This design comes from an exercise in tuning for small area, a short achievable clock period and few clock cycles per item on the open sky130 flow, not from production work.
For this run, only the layout was checked, not whether the RTL still works.
Power figures rest on the tool's default switching activity, not on a simulated workload.

[config.mk]
export PLATFORM = sky130hd
export DESIGN_NAME = modular_exponentiation_core
export DESIGN_NICKNAME = modular_exponentiation_core
export VERILOG_FILES = /design/flow/design.v
export SDC_FILE = /design/flow/constraint.sdc
export NUM_CORES = 4
export LEC_CHECK = 0
export CAP_MARGIN = 20
export CORE_MARGIN = 2
export CORE_UTILIZATION = 40
export SETUP_SLACK_MARGIN = 4.0
export SLEW_MARGIN = 20
[run.sh]
#!/bin/bash
# synth_recipe.tcl (not shown) runs the flow's synth.tcl, then flattens the netlist and writes it again
# the make line also repeats each setting of config.mk as NAME=value (left out here)
make -C /OpenROAD-flow-scripts/flow DESIGN_CONFIG=/design/flow/config.mk WORK_HOME=/design/flow/orfs CLKGATE_MAP_FILE= SYNTH_SCRIPT=/design/flow/synth_recipe.tcl finish
[design.v]
package mexp_pkg;
	localparam int OPERAND_WIDTH = 32;
	localparam int FIELD_W = 32;
	localparam int RES_W = OPERAND_WIDTH + 1;
	localparam int LOW_W = 28;
	localparam int TOP_W = 7;
endpackage
module mexp_lane
(
	input logic [mexp_pkg::TOP_W-1:0] h,
	input logic e,
	input logic [mexp_pkg::LOW_W-1:0] ls,
	input logic [mexp_pkg::LOW_W-1:0] lc,
	input logic b,
	input logic [mexp_pkg::RES_W-1:0] a,
	input logic [mexp_pkg::OPERAND_WIDTH-1:0] m,
	input logic q_force,
	input logic q_add,
	output logic [mexp_pkg::TOP_W-1:0] h_next,
	output logic e_next,
	output logic [mexp_pkg::LOW_W-1:0] ls_next,
	output logic [mexp_pkg::LOW_W-1:0] lc_next
);
	localparam int L = mexp_pkg::LOW_W;
	localparam int HW = mexp_pkg::TOP_W;
	localparam int RW = mexp_pkg::RES_W;
	localparam int N = mexp_pkg::OPERAND_WIDTH;
	logic [HW-1:0] bah, te;
	logic [HW-2:0] te_hi;
	logic [L-1:0] bal;
	logic pos, neg, p2, n2, mag1, mag2;
	always_comb begin
		bah = b ? {{(HW-(RW-L)){a[RW-1]}}, a[RW-1:L]} : '0;
		bal = b ? a[L-1:0] : '0;
		te_hi = h[HW-2:0] + bah[HW-1:1] + {{(HW-2){1'b0}}, e};
		te = {te_hi, bah[0]};
	end
	always_comb begin
		pos = !te[6] && (te[5] || te[4] || te[3] || te[2]);
		p2 = !te[6] && (te[5] || te[4] || (!m[30] && te[3] && te[2]));
		neg = te[6] && !(te[5] && te[4] && te[3] && te[2]);
		n2 = te[6] && !(te[5] && (te[4] || (m[30] && te[3])));
		if (q_force) begin
			pos = 1'b0;
			mag1 = q_add;
			mag2 = 1'b0;
		end else begin
			mag1 = (pos && !p2) || (neg && !n2);
			mag2 = p2 || n2;
		end
	end
	logic [L-1:0] x, y, s1, c1f, c1, qml, s2, c2f;
	logic c1_out;
	always_comb begin
		x = {ls[L-2:0], 1'b0};
		y = {lc[L-2:0], 1'b0};
		s1 = x ^ y ^ bal;
		c1f = (x & y) | (x & bal) | (y & bal);
		c1 = {c1f[L-2:0], 1'b0};
		c1_out = c1f[L-1];
		qml = mag2 ? {m[L-2:0], 1'b0} : (mag1 ? m[L-1:0] : '0);
		qml = qml ^ {L{pos}};
		s2 = s1 ^ c1 ^ qml;
		c2f = (s1 & c1) | (s1 & qml) | (c1 & qml);
		ls_next = s2;
		lc_next = {c2f[L-2:0], pos};
		e_next = c2f[L-1];
	end
	logic [1:0] sl;
	logic [HW-1:0] base, k1, k2;
	logic [HW-1:0] h0, hm1, hm2, hp1, hp2;
	always_comb begin
		sl[0] = ls[L-1] ^ lc[L-1] ^ c1_out;
		sl[1] = (ls[L-1] & lc[L-1]) | (ls[L-1] & c1_out) | (lc[L-1] & c1_out);
		base = te + {{(HW-2){1'b0}}, sl};
		k1 = {{(HW-(N-L)){1'b0}}, m[N-1:L]};
		k2 = {{(HW-(N-L+1)){1'b0}}, m[N-1:L-1]};
		h0 = base;
		hm1 = base + k1;
		hm2 = base + k2;
		hp1 = base + ~k1;
		hp2 = base + ~k2;
		h_next = (hp2 & {HW{pos && mag2}}) | (hp1 & {HW{pos && !mag2}})
			| (hm2 & {HW{!pos && mag2}}) | (hm1 & {HW{!pos && mag1}})
			| (h0 & {HW{!mag1 && !mag2}});
	end
endmodule
module modular_exponentiation_core
(
	input logic clk,
	input logic arst_n,
	input logic cfg_valid,
	output logic cfg_ready,
	input logic [mexp_pkg::FIELD_W-1:0] cfg_modulus,
	input logic req_valid,
	output logic req_ready,
	input logic [mexp_pkg::FIELD_W-1:0] req_message,
	input logic [mexp_pkg::FIELD_W-1:0] req_exponent,
	output logic rsp_valid,
	input logic rsp_ready,
	output logic [mexp_pkg::FIELD_W-1:0] rsp_power_mod
);
	localparam int N = mexp_pkg::OPERAND_WIDTH;
	localparam int RW = mexp_pkg::RES_W;
	localparam int L = mexp_pkg::LOW_W;
	localparam int HW = mexp_pkg::TOP_W;
	typedef enum logic [3:0] {
		S_IDLE,    
		S_PREP,    
		S_RED,     
		S_CRED,    
		S_MUL,     
		S_CMUL,    
		S_FIX,     
		S_DBL,     
		S_CFIX,    
		S_SHR,     
		S_ZERO,    
		S_RSP      
	} state_t;
	state_t state_q, state_d, state_n;
	logic ready_q, ready_d;
	logic rsp_valid_q, rsp_valid_d;
	logic cfg_ready_q;
	logic m_def_q;     
	logic m_norm_q;    
	logic fixed_q;     
	logic [N-1:0] m_q;
	logic [4:0] k_q;
	logic [RW-1:0] ac_q;    
	logic [RW-1:0] x_q;     
	logic [N-1:0] e_q;      
	logic [4:0] cnt_q;
	logic b_q;              
	logic [HW-1:0] ha_q, hb_q, ha_step, hb_step;
	logic ea_q, eb_q, ea_step, eb_step;
	logic [L-1:0] lsa_q, lca_q, lsb_q, lcb_q, lsa_step, lca_step, lsb_step, lcb_step;
	logic step_q, qf_q;
	mexp_lane u_lane_a (
		.h (ha_q),
		.e (ea_q),
		.ls (lsa_q),
		.lc (lca_q),
		.b (b_q),
		.a (ac_q),
		.m (m_q),
		.q_force (qf_q),
		.q_add (ac_q[RW-1]),
		.h_next (ha_step),
		.e_next (ea_step),
		.ls_next (lsa_step),
		.lc_next (lca_step)
	);
	mexp_lane u_lane_b (
		.h (hb_q),
		.e (eb_q),
		.ls (lsb_q),
		.lc (lcb_q),
		.b (b_q),
		.a (x_q),
		.m (m_q),
		.q_force (1'b0),
		.q_add (1'b0),
		.h_next (hb_step),
		.e_next (eb_step),
		.ls_next (lsb_step),
		.lc_next (lcb_step)
	);
	logic [RW-1:0] va, vb;
	assign va = {ha_q[RW-L-1:0], lsa_q} + {{(RW-L-1){1'b0}}, ea_q, lca_q};
	assign vb = {hb_q[RW-L-1:0], lsb_q} + {{(RW-L-1){1'b0}}, eb_q, lcb_q};
	logic e_rest_zero;
	assign e_rest_zero = e_q[N-1:1] == '0;
	logic m_zero;
	assign m_zero = m_q == '0;
	logic [4:0] cnt_dec;
	assign cnt_dec = cnt_q - 5'd1;
	logic [N-1:0] x_lo;
	logic bit_next;
	assign x_lo = x_q[N-1:0];
	assign bit_next = x_lo[cnt_dec];
	always_comb begin
		state_d = state_q;
		ready_d = 1'b0;
		rsp_valid_d = rsp_valid_q && !rsp_ready;
		case (state_q)
			S_IDLE: ;
			S_PREP: begin
				if (m_norm_q && !m_def_q) begin
					if (m_zero || k_q == 5'd31) begin
						state_d = S_ZERO;
					end else begin
						state_d = S_RED;
					end
				end
			end
			S_RED: state_d = S_CRED;
			S_CRED: begin
				if (e_q == '0) begin
					state_d = S_FIX;
				end else begin
					state_d = S_MUL;
				end
			end
			S_MUL: begin
				if (cnt_q == 5'd0) begin
					state_d = S_CMUL;
				end
			end
			S_CMUL: begin
				if (e_rest_zero) begin
					state_d = S_FIX;
				end else begin
					state_d = S_MUL;
				end
			end
			S_FIX: begin
				if (k_q != 5'd0 && !fixed_q) begin
					state_d = S_DBL;
				end else begin
					state_d = S_CFIX;
				end
			end
			S_DBL: begin
				if (cnt_q == 5'd1) begin
					state_d = S_CFIX;
				end
			end
			S_CFIX: begin
				if (k_q != 5'd0 && !fixed_q) begin
					state_d = S_FIX;
				end else if (k_q != 5'd0) begin
					state_d = S_SHR;
				end else begin
					state_d = S_RSP;
					rsp_valid_d = 1'b1;
				end
			end
			S_SHR: begin
				if (cnt_q == 5'd1) begin
					state_d = S_RSP;
					rsp_valid_d = 1'b1;
				end
			end
			S_ZERO: begin
				state_d = S_RSP;
				rsp_valid_d = 1'b1;
			end
			S_RSP: ;
			default: state_d = S_IDLE;
		endcase
		state_n = state_d;
		if (state_q == S_IDLE) begin
			if (req_valid && ready_q) begin
				state_d = S_PREP;
			end else begin
				ready_d = 1'b1;
			end
		end
		if (state_q == S_RSP && rsp_ready) begin
			state_d = S_IDLE;
			ready_d = 1'b1;
		end
	end
	logic to_mul, init_neg, acc_take;
	logic [RW-1:0] a_next;
	always_comb begin
		to_mul = (state_q == S_CRED || state_q == S_CMUL) && state_n == S_MUL;
		init_neg = to_mul && vb[RW-1];
		acc_take = state_q == S_CMUL && e_q[0];
		a_next = acc_take ? va : ac_q;
	end
	always_ff @(posedge clk or negedge arst_n) begin
		if (!arst_n) begin
			state_q <= S_IDLE;
			ready_q <= 1'b0;
			rsp_valid_q <= 1'b0;
			cfg_ready_q <= 1'b0;
			m_def_q <= 1'b1;
			m_norm_q <= 1'b0;
		end else begin
			state_q <= state_d;
			ready_q <= ready_d;
			rsp_valid_q <= rsp_valid_d;
			cfg_ready_q <= cfg_valid && !cfg_ready_q && state_q == S_IDLE;
			if (cfg_ready_q) begin
				m_def_q <= 1'b0;
				m_norm_q <= 1'b0;
			end else if (state_q == S_PREP) begin
				if (m_def_q) begin
					m_def_q <= 1'b0;
					m_norm_q <= 1'b1;
				end else if (m_q[N-1] || m_zero) begin
					m_norm_q <= 1'b1;
				end
			end
		end
	end
	always_ff @(posedge clk) begin
		if (cfg_ready_q) begin
			m_q <= cfg_modulus;
			k_q <= '0;
		end else if (state_q == S_PREP && m_def_q) begin
			m_q <= 32'h8000_0000;
			k_q <= 5'd30;
		end else if (state_q == S_PREP && !m_norm_q && !m_q[N-1] && !m_zero) begin
			m_q <= m_q << 1;
			k_q <= k_q + 5'd1;
		end
		if (state_q == S_IDLE) begin
			ac_q <= {{(RW-1){1'b0}}, 1'b1};
		end else if (acc_take || state_q == S_CFIX || state_q == S_ZERO) begin
			ac_q <= va;
		end else if (state_q == S_SHR) begin
			ac_q <= ac_q >> 1;
		end
		if (state_q == S_IDLE) begin
			x_q <= {1'b0, req_message};
		end else if (state_q == S_CRED || state_q == S_CMUL) begin
			x_q <= vb;
		end
		if (state_q == S_IDLE) begin
			e_q <= req_exponent;
		end else if (state_q == S_CMUL) begin
			e_q <= e_q >> 1;
		end
		if (!step_q) begin
			ha_q <= init_neg ? ~{{(HW-(RW-L)){a_next[RW-1]}}, a_next[RW-1:L]} : '0;
			lsa_q <= init_neg ? ~a_next[L-1:0] : '0;
			lca_q <= {{(L-1){1'b0}}, init_neg};
			ea_q <= 1'b0;
			hb_q <= init_neg ? ~{{(HW-(RW-L)){vb[RW-1]}}, vb[RW-1:L]} : '0;
			lsb_q <= init_neg ? ~vb[L-1:0] : '0;
			lcb_q <= {{(L-1){1'b0}}, init_neg};
			eb_q <= 1'b0;
		end else begin
			ha_q <= ha_step;
			lsa_q <= lsa_step;
			lca_q <= lca_step;
			ea_q <= ea_step;
			hb_q <= hb_step;
			lsb_q <= lsb_step;
			lcb_q <= lcb_step;
			eb_q <= eb_step;
		end
		if (state_q == S_MUL || state_q == S_DBL || state_q == S_SHR) begin
			cnt_q <= cnt_dec;
		end else if (state_q == S_FIX || state_q == S_CFIX) begin
			cnt_q <= k_q;
		end else begin
			cnt_q <= 5'd31;
		end
		step_q <= state_n == S_RED || state_n == S_MUL || state_n == S_FIX || state_n == S_DBL;
		qf_q <= state_n == S_FIX;
		if (state_n == S_RED || state_n == S_FIX) begin
			b_q <= 1'b1;
		end else if (state_q == S_MUL) begin
			b_q <= bit_next;
		end else if (state_n == S_MUL) begin
			b_q <= vb[N-1];
		end else begin
			b_q <= 1'b0;
		end
		if (state_q == S_IDLE) begin
			fixed_q <= 1'b0;
		end else if (state_q == S_CFIX) begin
			fixed_q <= 1'b1;
		end
	end
	assign cfg_ready = cfg_ready_q;
	assign req_ready = ready_q;
	assign rsp_valid = rsp_valid_q;
	assign rsp_power_mod = ac_q[N-1:0];
endmodule
[constraint.sdc]
create_clock -name core_clock -period 8.0 [get_ports {clk}]
set_input_delay 1.6000 -clock core_clock [delete_from_list [all_inputs] [get_ports {clk}]]
set_output_delay 1.6000 -clock core_clock [all_outputs]
set_load 0.01 [all_outputs]
==> notes.md <==
## cell usage after synthesis (30+ instances only)
cell type,number,area share (%)
ha_1,121,7.1
clkbuf_1,85,1.5
a22oi_1,34,1.2
a21oi_1,128,3.0
and2_1,82,2.4
xor2_1,99,4.1
o21ai_0,146,3.4
a21o_1,32,1.1
dfxtp_1,174,16
inv_1,271,4.8
nor2_1,147,2.6
nor3_1,30,0.70
nand2_1,379,6.7
edfxtp_1,96,14
xnor2_1,49,2.0
fa_1,124,12
a22o_1,31,1.3
mux2i_1,41,1.9
## state kept, by name, summed over array words and instances (netlist names), 4 cells and up
signal	count
state_q	4
lca_q	28
hb_q	6
ac_q	33
lcb_q	28
e_q	32
cnt_q	5
m_q	32
k_q	5
lsa_q	28
lsb_q	28
ha_q	6
x_q	33
## layout by cell type, fill, tap and decap left out, drive strengths merged, types with 49 or more instances in the layout
master and count:
a21oi 128, and2 86, buf 91, clkbuf 53, clkdlybuf4s50 135, dfxtp 174, edfxtp 96, fa 124
ha 121, inv 272, nand2 379, nor2 157, o21ai 150, xnor2 49, xor2 99
## per-stage QoR
| stage | power (W) | worst slack (ns) | hold WS, ns | utilization [%] | std cells |
|---|---|---|---|---|---|
| global placement | 0.00818 | 2.52 | 0.489 | 44.3 | 3178 |
| finish | 0.0113 | 3.76 | 0.517 | 50.3 | 3321 |
| detailed placement | 0.00832 | 2.39 | 0.499 | 44.3 | 3178 |
| floorplan | 0.00672 | 3.97 | 0.465 | - | 2451 |
| global route | 0.0121 | 3.65 | 0.535 | 50.3 | 3321 |
| CTS | 0.0108 | 3.77 | 0.512 | 48.8 | 3293 |
## repair_timing
item | 4_1_cts | 5_1_grt
setup buffers | 42 | 26
setup endpoints to repair | 125 | 122
gates resized for setup | 130 | 116
cloned | 8 | 1
pin swaps | 42 | 66
hold buffers | 0 | 0
## path summary, 6_finish.rpt
kind	to	slack (ns)	cells after the start	start
worst max-delay path	lsb_q[25]	3.76	18	b_q
worst min-delay path	m_def_q	0.52	1	m_def_q
worst max register to register	lsb_q[25]	3.76	18	b_q
worst min register to register	m_def_q	0.52	1	m_def_q
max in group asynchronous	m_def_q	6.33	1	arst_n
min in group asynchronous	cfg_ready_q	1.34	1	arst_n
## final cells by class
| cell class | count | area, um2 |
|---|---|---|
| sequential | 279 | 6600 |
| inverter | 271 | 1020 |
| clock inverter | 15 | 166 |
| fill | 4866 | 26200 |
| clock buffer | 50 | 983 |
| tap | 688 | 861 |
| multi-input combinational | 1787 | 14400 |
| timing repair buffer | 231 | 2470 |
## cell families (layout without fill, tap and decap cells)
logic type / Yosys count / in the layout
AND/OR/NAND/NOR: 786 / 790
XOR/XNOR: 148 / 148
adder cells (fa/ha/maj): 245 / 245
buffers and inverters: 389 / 567
AO/OA/AOI/OAI: 549 / 549
flip-flops: 279 / 279
multiplexers: 55 / 55
## per-layer routing
layer	part of all wire, %	wire length [um]	track usage, %
met5	0	0	0
met4	3.5	2290	8.71
met3	5.8	3840	2.90
met2	46	30600	38.1
met1	44	29300	32.5
## report_power, final
part / total, W / internal (W) / switching [W] / leakage, nW
logic: 0.00689 / 0.00300 / 0.00388 / 8.07
registers: 0.00280 / 0.00216 / 0.000633 / 2.46
clock network: 0.00164 / 0.000959 / 0.000678 / 0.558
total: 0.0113 / 0.00613 / 0.00519 / 11.1
## worst reg2reg max path: cells and delay by family, from the launching register on
kind,cells,cell delay (ns)
AOI/OAI and AO/OA,4,0.94
xor gates and xnor gates,1,0.17
adders and majority gates,2,0.78
buffers and inverters,5,0.70
DFF,1,0.40
muxes,1,0.23
and+or+nand+nor,5,0.92
==> reports/qor_table.md <==
| Item | This run | Unit |
|:---|:---|:---|
| Simple-gate portion of the synthesized area | 16.8 | % |
| Reg clk slew, reported paths | 0.06 | ns |
| Routed wirelength normalized by instance count | 19.9 | um |
| Area of the die | 55100 | um2 |
| Number of clock sinks seen by CTS | 279 | - |
| Maximum buffer depth of the clock tree | 3 | - |
| Cell leakage power | 11.1 | nW |
| Post-route ant nets | 0 | - |
| Kind of start point of the critical path | register | - |
| CP max stage delay | 0.46 | ns |
| Cell Rows | 84 | - |
| Die height | 235 | um |
| Num ports | 136 | - |
| Sum of routed wire length over all layers | 66000 | um |
| Initial DRC count | 1347 | - |
| Vias after detailed routing | 18282 | - |
| Critical path's top delay family | compound AO/OA/AOI/OAI gates | - |
| Crit path cell chain | buf_16 > and2_4 > fa_2 > a21o_1 > a21o_1 > a2111oi_4 > nor3_2 > buf_4 > or4_1 > nand4_1 > buf_6 > buf_12 > buf_16 > mux2i_2 > nor2_2 > xor2_1 > fa_1 > a22o_1 | - |
| Post-DR vias/cell | 5.50 | - |
| FFs w/ async S/R, synth | 3.23 | % |
| Share of the synthesized area in compound gates (AO/OA/AOI/OAI) | 16.9 | % |
| Arrival time worst endpoint | 4.68 | ns |
| Outcome | finished clean | - |
| Number of distinct library cells after synthesis | 88 | - |
| Relative area change from synthesis to final layout | 24.3 | % |
| Class of the worst hold path | reg2reg | - |
| Final number of hold-violating endpoints | 0 | - |
| Sequential-to-total area share from yosys stat | 30.9 | % |
| Power density over the cells | 427 | nW/um2 |
| Fin crit period | 4.24 | ns |
| RSZ-0062 raised after global routing | true | - |
| Number of input and output port buffers inserted | 135 | - |
| Count of mapped cells out of synthesis | 2451 | - |
| Pin count of the biggest net entering global routing | 78 | - |
| Wire length of the first global-routing pass | 104000 | um |
| Normalized max-slew margin | 27.7 | % |
| Critical setup path kind | reg2reg | - |
| Cell area reported after detailed placement | 23300 | um2 |
| Sum of buffers and inverters on the critical path | 5 | - |
| Final Instance Area | 26500 | um2 |
| Net total in the final layout | 2952 | - |
| Global route overflow | 0 | - |
| Post-Synth Adder-Cell Area | 18.8 | % |
| Largest family of logic cells by synthesized area | adder cells | - |
| Post-Route Setup TNS | 0 | ns |
| Flops & latches, synth | 279 | - |
| Most common flop cell mapped by yosys | dfxtp_1 | - |
| Number of synthesis warnings | 2 | - |
| Clock tree from TritonCTS | built | - |
| Final antenna diode count | 0 | - |
| Count of endpoints failing setup in the final report | 0 | - |
| Fraction of final layout cells sized beyond drive strength 1 | 14.9 | % |
| Final routed DRC violation total | 0 | - |
| Mean cell area of the mapped netlist | 8.70 | um2 |
| Transition time at the pin with the least slew margin | 1.08 | ns |
| Post-Synthesis Cell Area | 21300 | um2 |
| Worst IR Drop VDD | 0.192 | mV |
| H-tree levels | 2 | - |
| Skew final | 0.0329 | ns |
| Required time at the endpoint of the critical path | 8.44 | ns |
| Peak Freq | 236 | MHz |
| Max capacitance violation total | 0 | - |
| Area share of xor/xnor cells in the synthesized design | 6.08 | % |
| Die X-Extent | 235 | um |
| Crit path capture type | register | - |
| Number of global-route vias before repair | 18582 | - |
| Post-route clock period utilization | 53.0 | % |
| Half-perimeter wire length of the detailed placement result | 44600 | um |
| Number of flops mapped to enable cells by yosys | 96 | - |
| Portion of netlist area occupied by mux cells | 3.19 | % |
| Final weighted congestion in routability-driven placement | 0.864 | - |
| CTS Root Buffer Type | clkbuf_16 | - |
| Core box area | 52700 | um2 |
| Drt pass-1 iters | 5 | - |
| Initial antenna violation count | 0 | - |
| Maximum fanout along the worst path | 8 | - |
| Number of max-slew violations in the final report | 0 | - |
| All-Layer GR Usage | 23.6 | % |
| Clock latency at the later pin of the worst-skew pair | 0.57 | ns |
| Number of buffers created by CTS | 36 | - |
| Library cell contributing the largest single delay on the critical path | or4_1 | - |
| Initial standard-cell utilization of the core | 40.5 | % |
| Synthesized netlist net count | 2797 | - |

-- separate check: timing with driven ports --
No port has a modelled driver above. Below, the same layout with a new extraction and two added sets of constraints. Step 1 sets driving cells, clkbuf_16 on the clock port and buf_2 on the other inputs (assumed; they add their load-dependent delay and slew). Step 2 moves the port delays by t, midway between the first and last clock arrival at a register: inputs arrive t later, outputs are due t later. That takes back most of the time a late clock gives input paths. Slacks: no drivers / after step 1 / after step 2; pairs: no drivers / after step 1.
shift t [ns]: 0.606
setup WS [ns]: 3.760 / 3.760 / 3.760
worst setup path after step 2: register to register
After both steps setup and hold are still met in this run. The setup slack of this run moves by 0.000 ns with the drivers and by 0.000 ns with both steps.
